Context: an optimization exercise on an open-source flow, tuned for small area. The choices shown serve that exercise and are no tape-out recipe. The RTL was checked by simulation tests, not by an equivalence proof against the original design.

## id_stage_pipe
module id_stage_pipe #(
    parameter int XLEN     = 32,
    parameter int NUM_REGS = 32,
    parameter int RAW      = $clog2(NUM_REGS),
    parameter int LINK_REG = 31
) (
    input  logic               clk,
    input  logic               reset,
    input  logic               if_valid,
    input  logic [31:0]        if_instr,
    input  logic [31:0]        if_pc,
    output logic               id_ready,
    input  logic               wb_we,
    input  logic [RAW-1:0]     wb_addr,
    input  logic [XLEN-1:0]    wb_data,
    input  logic               ex_ready,
    input  logic               flush,
    output logic               ex_valid,
    output logic [31:0]        ex_pc,
    output logic [5:0]         ex_op,
    output logic [5:0]         ex_funct,
    output logic [4:0]         ex_shamt,
    output logic [XLEN-1:0]    ex_rs_data,
    output logic [XLEN-1:0]    ex_rt_data,
    output logic [XLEN-1:0]    ex_imm,
    output logic [25:0]        ex_target,
    output logic [RAW-1:0]     ex_dst,
    output logic               ex_regwrite,
    output logic               ex_memread,
    output logic               ex_memwrite
);
==> module id_stage_pipe, before the edit <==
module id_stage_pipe #(
    parameter int XLEN     = 32,
    parameter int NUM_REGS = 32,
    parameter int RAW      = $clog2(NUM_REGS),
    parameter int LINK_REG = 31
) (
    input  logic               clk,
    input  logic               reset,
    input  logic               if_valid,
    input  logic [31:0]        if_instr,
    input  logic [31:0]        if_pc,
    output logic               id_ready,
    input  logic               wb_we,
    input  logic [RAW-1:0]     wb_addr,
    input  logic [XLEN-1:0]    wb_data,
    input  logic               ex_ready,
    input  logic               flush,
    output logic               ex_valid,
    output logic [31:0]        ex_pc,
    output logic [5:0]         ex_op,
    output logic [5:0]         ex_funct,
    output logic [4:0]         ex_shamt,
    output logic [XLEN-1:0]    ex_rs_data,
    output logic [XLEN-1:0]    ex_rt_data,
    output logic [XLEN-1:0]    ex_imm,
    output logic [25:0]        ex_target,
    output logic [RAW-1:0]     ex_dst,
    output logic               ex_regwrite,
    output logic               ex_memread,
    output logic               ex_memwrite
);
    localparam logic [RAW-1:0] LINK_ADDR = RAW'(LINK_REG);
    logic [XLEN-1:0]     rf [1:NUM_REGS-1];
    logic [NUM_REGS-1:1] written;
    logic [5:0]      op;
    logic [RAW-1:0]  rs;
    logic [RAW-1:0]  rt;
    assign op = if_instr[31:26];
    assign rs = if_instr[21 +: RAW];
    assign rt = if_instr[16 +: RAW];
    logic [3:0]          whi;
    logic [7:0]          wlo;
    logic [NUM_REGS-1:1] we_lo, we_hi;
    always_comb begin
        for (int j = 0; j < 4; j++) whi[j] = wb_we && wb_addr[4:3] == 2'(j);
        for (int k = 0; k < 8; k++) wlo[k] = wb_addr[2:0] == 3'(k);
    end
    id_wgate u_we_lo (.hi(whi), .lo(wlo), .en(we_lo));
    id_wgate u_we_hi (.hi(whi), .lo(wlo), .en(we_hi));
    always_ff @(posedge clk or posedge reset) begin
        if (reset) written <= '0;
        else
            for (int i = 1; i < NUM_REGS; i++)
                if (we_lo[i]) written[i] <= 1'b1;
    end
    always_ff @(posedge clk) begin
        for (int i = 1; i < NUM_REGS; i++) begin
            if (we_lo[i]) rf[i][XLEN/2-1:0]    <= wb_data[XLEN/2-1:0];
            if (we_hi[i]) rf[i][XLEN-1:XLEN/2] <= wb_data[XLEN-1:XLEN/2];
        end
    end
    logic            byp_rs, byp_rt;
    logic [XLEN-1:0] rs_data, rt_data;
    assign byp_rs = wb_we && wb_addr == rs && rs != '0;
    assign byp_rt = wb_we && wb_addr == rt && rt != '0;
    logic ex_hold, ex_load, byp_rs_g, byp_rt_g;
    assign byp_rs_g = byp_rs && ex_load;
    assign byp_rt_g = byp_rt && ex_load;
    logic [3:0] hi_rs, hi_rt;
    logic [7:0] lo_rs, lo_rt;
    always_comb begin
        for (int j = 0; j < 4; j++) begin
            hi_rs[j] = ex_load && !byp_rs && rs[4:3] == 2'(j);
            hi_rt[j] = ex_load && !byp_rt && rt[4:3] == 2'(j);
        end
        for (int k = 0; k < 8; k++) begin
            lo_rs[k] = rs[2:0] == 3'(k);
            lo_rt[k] = rt[2:0] == 3'(k);
        end
    end
    logic [NUM_REGS-1:0] sel_rs_lo, sel_rs_hi, sel_rt_lo, sel_rt_hi;
    id_selgate u_sel_rs_lo (.hi(hi_rs), .lo(lo_rs), .byp(byp_rs_g), .written(written), .sel(sel_rs_lo));
    id_selgate u_sel_rs_hi (.hi(hi_rs), .lo(lo_rs), .byp(byp_rs_g), .written(written), .sel(sel_rs_hi));
    id_selgate u_sel_rt_lo (.hi(hi_rt), .lo(lo_rt), .byp(byp_rt_g), .written(written), .sel(sel_rt_lo));
    id_selgate u_sel_rt_hi (.hi(hi_rt), .lo(lo_rt), .byp(byp_rt_g), .written(written), .sel(sel_rt_hi));
    for (genvar b = 0; b < XLEN; b++) begin : g_rd
        logic [NUM_REGS-1:0] col;
        assign col[0] = wb_data[b];
        for (genvar i = 1; i < NUM_REGS; i++) begin : g_col
            assign col[i] = rf[i][b];
        end
        logic [NUM_REGS-1:0] s_rs, s_rt;
        if (b < XLEN/2) begin : g_lo
            assign s_rs = sel_rs_lo;
            assign s_rt = sel_rt_lo;
        end else begin : g_hi
            assign s_rs = sel_rs_hi;
            assign s_rt = sel_rt_hi;
        end
        id_rdbit u_rs (.sel({ex_hold, s_rs}), .d({ex_rs_data[b], col}), .y(rs_data[b]));
        id_rdbit u_rt (.sel({ex_hold, s_rt}), .d({ex_rt_data[b], col}), .y(rt_data[b]));
    end
    logic        ex_live;
    logic [31:0] ex_instr;
    logic [5:0]  eop;
    logic        rs_used, rt_used, stall;
    assign eop = ex_instr[31:26];
    assign ex_memread = (eop == 6'h23);
    always_comb begin
        rs_used = !(op == 6'h02 || op == 6'h03 || op == 6'h0F);
        rt_used = (op == 6'h00 || op == 6'h2B || op == 6'h04 || op == 6'h05);
        stall   = if_valid && ex_live && ex_memread && ex_instr[20:16] != '0 &&
                  ((rs_used && ex_instr[20:16] == rs) || (rt_used && ex_instr[20:16] == rt));
    end
    assign id_ready = !stall && (!ex_live || ex_ready);
    assign ex_load  = !ex_live || ex_ready;
    assign ex_hold  = !ex_load;
    always_ff @(posedge clk or posedge reset) begin
        if (reset)                  ex_live <= 1'b0;
        else if (flush)             ex_live <= 1'b0;
        else if (ex_live && !ex_ready) ex_live <= 1'b1;
        else if (stall)             ex_live <= 1'b0;
        else                        ex_live <= if_valid;
    end
    always_ff @(posedge clk) begin
        if (ex_load) begin
            ex_pc      <= if_pc;
            ex_instr   <= if_instr;
        end
        ex_rs_data <= rs_data;
        ex_rt_data <= rt_data;
    end
    assign ex_valid  = ex_live;
    assign ex_op     = eop;
    assign ex_funct  = ex_instr[5:0];
    assign ex_shamt  = ex_instr[10:6];
    assign ex_target = ex_instr[25:0];
    always_comb begin
        ex_dst      = '0;
        ex_regwrite = 1'b0;
        ex_memwrite = 1'b0;
        case (eop)
            6'h00: begin
                ex_dst      = ex_instr[15:11];
                ex_regwrite = (ex_instr[5:0] != 6'h08);
            end
            6'h08, 6'h09, 6'h0A, 6'h0B, 6'h0C, 6'h0D, 6'h0E, 6'h0F, 6'h23: begin
                ex_dst      = ex_instr[20:16];
                ex_regwrite = 1'b1;
            end
            6'h2B:   ex_memwrite = 1'b1;
            6'h03: begin
                ex_dst      = LINK_ADDR;
                ex_regwrite = 1'b1;
            end
            default: ;
        endcase
        case (eop)
            6'h0C, 6'h0D, 6'h0E: ex_imm = XLEN'(ex_instr[15:0]);
            6'h0F:               ex_imm = XLEN'({ex_instr[15:0], 16'h0000});
            default:             ex_imm = XLEN'($signed(ex_instr[15:0]));
        endcase
    end
endmodule
==> module id_wgate, before the edit <==
module id_wgate (
    input  logic [3:0]  hi,
    input  logic [7:0]  lo,
    output logic [31:1] en
);
    for (genvar i = 1; i < 32; i++) begin : g_e
        assign en[i] = hi[i / 8] && lo[i % 8];
    end
endmodule
export LEC_CHECK = 0
export CAP_MARGIN = 10
export CORE_MARGIN = 2
export CORE_UTILIZATION = 55
export PLACE_DENSITY = 0.67
export SLEW_MARGIN = 10
export SYNTH_HIERARCHICAL = 1
create_clock -name core_clock -period 5.0 [get_ports {clk}]
standard.sh (not shown) runs the stock make flow with config.mk's settings and CLKGATE_MAP_FILE= SYNTH_SCRIPT=/design/flow/synth_recipe.tcl, a recipe that flattens the netlist after the stock synthesis.
==> flow/flow/run.sh <==
#!/bin/bash
# Own layout flow: the standard flow (standard.sh, unchanged synthesis) with
#  - port buffers made of the smallest plain buffer (buf_1) instead of the default pick,
#  - a clock tree of clkbuf_8 leaf clusters (up to 20 flops within 50 um), without dummy
#    balancing loads.
# Each tool's full output stays in orfs/logs/; make's own output goes to flow_make.log.
set -euo pipefail
export BUFFER_PORTS_ARGS="-buffer_cell sky130_fd_sc_hd__buf_1"
export CTS_ARGS="-sink_clustering_enable -repair_clock_nets -dont_use_dummy_load -buf_list {sky130_fd_sc_hd__clkbuf_8} -sink_clustering_size 20 -sink_clustering_max_diameter 50"
bash standard.sh finish > flow_make.log 2>&1
==> next run, changes <==
--- a/flow/design.v
+++ b/flow/design.v
@@ -28,39 +28,39 @@
     output logic               ex_regwrite,
     output logic               ex_memread,
     output logic               ex_memwrite
 );
     localparam logic [RAW-1:0] LINK_ADDR = RAW'(LINK_REG);
-    logic [XLEN-1:0]     rf [1:NUM_REGS-1];
+    logic [NUM_REGS-1:1][XLEN-1:0] rf;
     logic [NUM_REGS-1:1] written;
     logic [5:0]      op;
     logic [RAW-1:0]  rs;
     logic [RAW-1:0]  rt;
     assign op = if_instr[31:26];
     assign rs = if_instr[21 +: RAW];
     assign rt = if_instr[16 +: RAW];
     logic [3:0]          whi;
     logic [7:0]          wlo;
-    logic [NUM_REGS-1:1] we_lo, we_hi;
+    logic [NUM_REGS-1:1] we, wh;
     always_comb begin
         for (int j = 0; j < 4; j++) whi[j] = wb_we && wb_addr[4:3] == 2'(j);
         for (int k = 0; k < 8; k++) wlo[k] = wb_addr[2:0] == 3'(k);
     end
-    id_wgate u_we_lo (.hi(whi), .lo(wlo), .en(we_lo));
-    id_wgate u_we_hi (.hi(whi), .lo(wlo), .en(we_hi));
+    id_wgate u_we (.hi(whi), .lo(wlo), .en(we), .hold(wh));
     always_ff @(posedge clk or posedge reset) begin
         if (reset) written <= '0;
         else
             for (int i = 1; i < NUM_REGS; i++)
-                if (we_lo[i]) written[i] <= 1'b1;
-    end
-    always_ff @(posedge clk) begin
-        for (int i = 1; i < NUM_REGS; i++) begin
-            if (we_lo[i]) rf[i][XLEN/2-1:0]    <= wb_data[XLEN/2-1:0];
-            if (we_hi[i]) rf[i][XLEN-1:XLEN/2] <= wb_data[XLEN-1:XLEN/2];
-        end
-    end
+                if (we[i]) written[i] <= 1'b1;
+    end
+    logic [NUM_REGS-1:1][XLEN-1:0] rf_nx;
+    for (genvar i = 1; i < NUM_REGS; i++) begin : g_wr
+        for (genvar b = 0; b < XLEN; b++) begin : g_b
+            id_ao22 u_d (.a0(we[i]), .b0(wb_data[b]), .a1(wh[i]), .b1(rf[i][b]), .y(rf_nx[i][b]));
+        end
+    end
+    always_ff @(posedge clk) rf <= rf_nx;
     logic            byp_rs, byp_rt;
     logic [XLEN-1:0] rs_data, rt_data;
     assign byp_rs = wb_we && wb_addr == rs && rs != '0;
     assign byp_rt = wb_we && wb_addr == rt && rt != '0;
     logic ex_hold, ex_load, byp_rs_g, byp_rt_g;
@@ -163,15 +163,23 @@
     end
 endmodule
 module id_wgate (
     input  logic [3:0]  hi,
     input  logic [7:0]  lo,
-    output logic [31:1] en
+    output logic [31:1] en,
+    output logic [31:1] hold
 );
     for (genvar i = 1; i < 32; i++) begin : g_e
-        assign en[i] = hi[i / 8] && lo[i % 8];
-    end
+        assign en[i]   = hi[i / 8] && lo[i % 8];
+        assign hold[i] = !(hi[i / 8] && lo[i % 8]);
+    end
+endmodule
+module id_ao22 (
+    input  logic a0, b0, a1, b1,
+    output logic y
+);
+    assign y = (a0 & b0) | (a1 & b1);
 endmodule
 module id_selgate (
     input  logic [3:0]  hi,
     input  logic [7:0]  lo,
     input  logic        byp,
This time the run completed, yet does not pass: capacitance limit.
Global-route usage increases by 4.1 points.
Hold slack gets worse by 69 ps.
Routed wire length goes up by 9.8%.
Worst setup slack got worse by 430 ps.
Flip-flop and latch count is unchanged.
Register-to-register slack loses 50 ps.

==> afterwards: timing with drivers on the ports <==
The results above use ideal ports. As a check the final layouts listed here were re-extracted and re-timed, cells and wires unchanged.
Step 1 (the two cells are an assumption about what drives the block):
set clk [get_ports {clk}]
set_driving_cell -lib_cell sky130_fd_sc_hd__clkbuf_16 $clk
set_driving_cell -lib_cell sky130_fd_sc_hd__buf_2 [delete_from_list [all_inputs] $clk]
Step 2, shift: input delay + t, output delay - t, t = (earliest + latest rising clock arrival at the registers) / 2. This alone moves slack from input paths to output paths.
a / b / c = ideal / step 1 / step 2; a / b = the first two.
| run | t, ns | setup WS [ns] | hold slack, ns | cell pins on the clock port's net |
|---|---|---|---|---|
| the first run | 0.791 | 0.948 / 0.966 / 0.175 | 0.392 / 0.350 / 0.539 | 1 |
| the second run | 0.811 | 0.523 / 0.529 / -0.283 | 0.323 / 0.274 / 0.497 | 1 |
The setup slack of the second run, which loses most, moves by +0.006 ns with the drivers and by -0.806 ns with both steps.
